Context: an optimization exercise on an open-source flow, tuned for small area. The choices shown serve that exercise and are no tape-out recipe.
Only simulation tests tie the RTL to the original design; equivalence was not proved.
Power figures rest on the tool's default switching activity, not on a simulated workload.

run 1:
==> flow/design.v (excerpt) <==
module id_stage (
   input  wire             i_clk,
   input  wire             i_rst,
   input  wire             i_instr_valid,
   output logic            o_instr_ready,
   input  mips_id_pkg::word_t      i_pc,
   input  mips_id_pkg::word_t      i_instr,
   input  wire             i_wb_we,
   input  mips_id_pkg::reg_num_t   i_wb_addr,
   input  mips_id_pkg::word_t      i_wb_data,
   output logic            o_idex_valid,
   input  wire             i_idex_ready,
   output mips_id_pkg::idex_data_t      o_idex_data,
   output mips_id_pkg::idex_ctrl_t      o_idex_ctrl,
   output mips_id_pkg::redirect_t       o_redirect
);
export LEC_CHECK = 0
export CAP_MARGIN = 20
export CORE_MARGIN = 2
export CORE_UTILIZATION = 45
export SETUP_SLACK_MARGIN = 0.4
export SLEW_MARGIN = 20
create_clock -name core_clock -period 9.0 [get_ports {i_clk}]
run.sh (not shown) runs the stock make flow with config.mk's settings and CLKGATE_MAP_FILE= SYNTH_SCRIPT=/design/flow/synth_recipe.tcl, a recipe that flattens the netlist after the stock synthesis.
Run 1 ran to completion and came out clean on the timing, DRC and antenna checks.
The following lists how run 2 was set up differently from run 1:
==> flow/flow/run.sh (new file) <==
#!/bin/bash
# Layout flow: the standard ORFS flow with
#  - an area-oriented ABC mapping script in synthesis (registers untouched:
#    flip-flops are mapped by dfflibmap before ABC runs),
#  - port buffers of the smallest buffer cell,
#  - clock tree synthesis without dummy loads,
#  - the settings below.
set -euo pipefail
HERE=$PWD
FLOWDIR=$HERE/flow

{
  echo "proc abc {args} {"
  echo "  set i [lsearch -exact \$args -script]"
  echo "  if {\$i >= 0} { lset args [expr {\$i + 1}] $FLOWDIR/abc_area.script }"
  echo "  yosys abc {*}\$args"
  echo "}"
  cat synth_recipe.tcl
} > my_synth.tcl

sed -e "s#SYNTH_SCRIPT=[^ ]*#SYNTH_SCRIPT=$HERE/my_synth.tcl#" \
    -e 's#"\${@:-finish}"#"$@"#' standard.sh > my_standard.sh

source $FLOWDIR/settings.sh

bash my_standard.sh "${EXTRA[@]}" finish > flow.log 2>&1
==> flow/flow/abc_area.script (new file) <==
&get -n
&st
&dch
&nf -a
&st
&dch
&nf -a
&put
==> flow/flow/settings.sh (new file) <==
EXTRA=(
  "BUFFER_PORTS_ARGS=-buffer_cell sky130_fd_sc_hd__buf_1"
  "CTS_ARGS=-sink_clustering_enable -repair_clock_nets -dont_use_dummy_load -buf_list sky130_fd_sc_hd__clkbuf_16 -sink_clustering_size 20 -sink_clustering_max_diameter 60"
)
==> flow/standard.sh (new file) <==
#!/bin/bash
# synth_recipe.tcl (not shown) runs the flow's synth.tcl, then flattens the netlist and writes it again
# the make line also repeats each setting of config.mk as NAME=value (left out here)
make -C /OpenROAD-flow-scripts/flow DESIGN_CONFIG=/design/flow/config.mk WORK_HOME=/design/flow/orfs CLKGATE_MAP_FILE= SYNTH_SCRIPT=/design/flow/synth_recipe.tcl "${@:-finish}"
diff --git a/flow/config.mk b/flow/config.mk
--- a/flow/config.mk
+++ b/flow/config.mk
@@ -8,0 +9,2 @@
+export CELL_PAD_IN_SITES_DETAIL_PLACEMENT = 1
+export CELL_PAD_IN_SITES_GLOBAL_PLACEMENT = 1
@@ -10,2 +12,2 @@
-export CORE_UTILIZATION = 45
-export SETUP_SLACK_MARGIN = 0.4
+export CORE_UTILIZATION = 50
+export SETUP_SLACK_MARGIN = 0.7
removed: flow/run.sh
### Flow results
- Of run 2 and run 1, it is run 2 that has the higher maximum frequency.
- On non-clock buffer count: between run 1 and run 2, it ends up higher for run 1.
- Mux cell area share after synthesis: run 2 vs run 1 down 0.53 points
- Run 2 vs run 1: global-route usage up in run 2
Modified inputs, run 3 compared to run 2
diff --git a/flow/config.mk b/flow/config.mk
--- a/flow/config.mk
+++ b/flow/config.mk
@@ -13 +13 @@
-export SETUP_SLACK_MARGIN = 0.7
+export SETUP_SLACK_MARGIN = 1.0
Notes after the runs:
The via count reported for run 3 is lower than the one for run 2.
Global-route usage (higher): run 2
Cmp run 2 and run 3 / arrival time reported for the critical path endpoint / lower: run 3
First-pass GRT wire length: run 3 better than run 2
#### Input delta (run 4 over run 3)
==> flow/run.sh (new file) <==
#!/bin/bash
# synth_recipe.tcl (not shown) runs the flow's synth.tcl, then flattens the netlist and writes it again
# the make line also repeats each setting of config.mk as NAME=value (left out here)
make -C /OpenROAD-flow-scripts/flow DESIGN_CONFIG=/design/flow/config.mk WORK_HOME=/design/flow/orfs CLKGATE_MAP_FILE= SYNTH_SCRIPT=/design/flow/synth_recipe.tcl finish
diff --git a/flow/config.mk b/flow/config.mk
--- a/flow/config.mk
+++ b/flow/config.mk
@@ -9,2 +8,0 @@
-export CELL_PAD_IN_SITES_DETAIL_PLACEMENT = 1
-export CELL_PAD_IN_SITES_GLOBAL_PLACEMENT = 1
@@ -12,2 +10 @@
-export CORE_UTILIZATION = 50
-export SETUP_SLACK_MARGIN = 1.0
+export CORE_UTILIZATION = 45
removed: flow/flow/run.sh
removed: flow/flow/abc_area.script
removed: flow/flow/settings.sh
removed: flow/standard.sh
## What came out
- Run 3 reached the final stage; the timing, DRC and antenna checks on its layout passed.
- Status run 4: flow complete, layout not clean - negative setup slack
- Of run 4 and run 3, the higher count of cell instances traversed by the critical path belongs to run 3.
- Between run 4 and run 3, it is run 4 whose setup slack is lower, by 1200 ps.
- Run 4 ends up with lower worst slew slack as a fraction of its limit than run 3 does.
- Diff run 3 -> run 4 | total power | increase of about 16%
- Compared with run 3, run 4 shows sequential share of layout area lower by 8.2 points.

port drivers added, routing unchanged:
Ports are ideal in the flow. The routed layouts listed here were re-timed in OpenROAD. Step 1, drivers: a clkbuf_16 drives i_clk and a buf_2 each remaining input, both assumed. Step 2, shift: input delay + t, output delay - t, t = (earliest + latest rising clock arrival at the registers) / 2. This alone moves slack from input paths to output paths. a / b / c = ideal ports / drivers / drivers and shift; a / b = the first two.
| run | shift t [ns] | setup slack, ns | hold slack, ns | latest minus earliest clock arrival (ns) | cell pins on the clock port's net |
|---|---|---|---|---|---|
| run 1 | 0.804 | 0.288 / 0.240 / 0.240 | 0.530 / 0.530 / 0.530 | 0.043 / 0.042 | 1 |
| run 2 | 0.755 | 0.509 / 0.426 / 0.426 | 0.566 / 0.566 / 0.566 | 0.058 / 0.058 | 1 |
| run 3 | 0.750 | 0.898 / 0.868 / 0.868 | 0.550 / 0.550 / 0.550 | 0.065 / 0.065 | 1 |
| run 4 | 0.811 | -0.305 / -0.348 / -0.348 | 0.530 / 0.530 / 0.530 | 0.037 / 0.038 | 1 |
The setup slack of run 2, which loses most, moves by -0.083 ns with the drivers and by -0.083 ns with both steps.
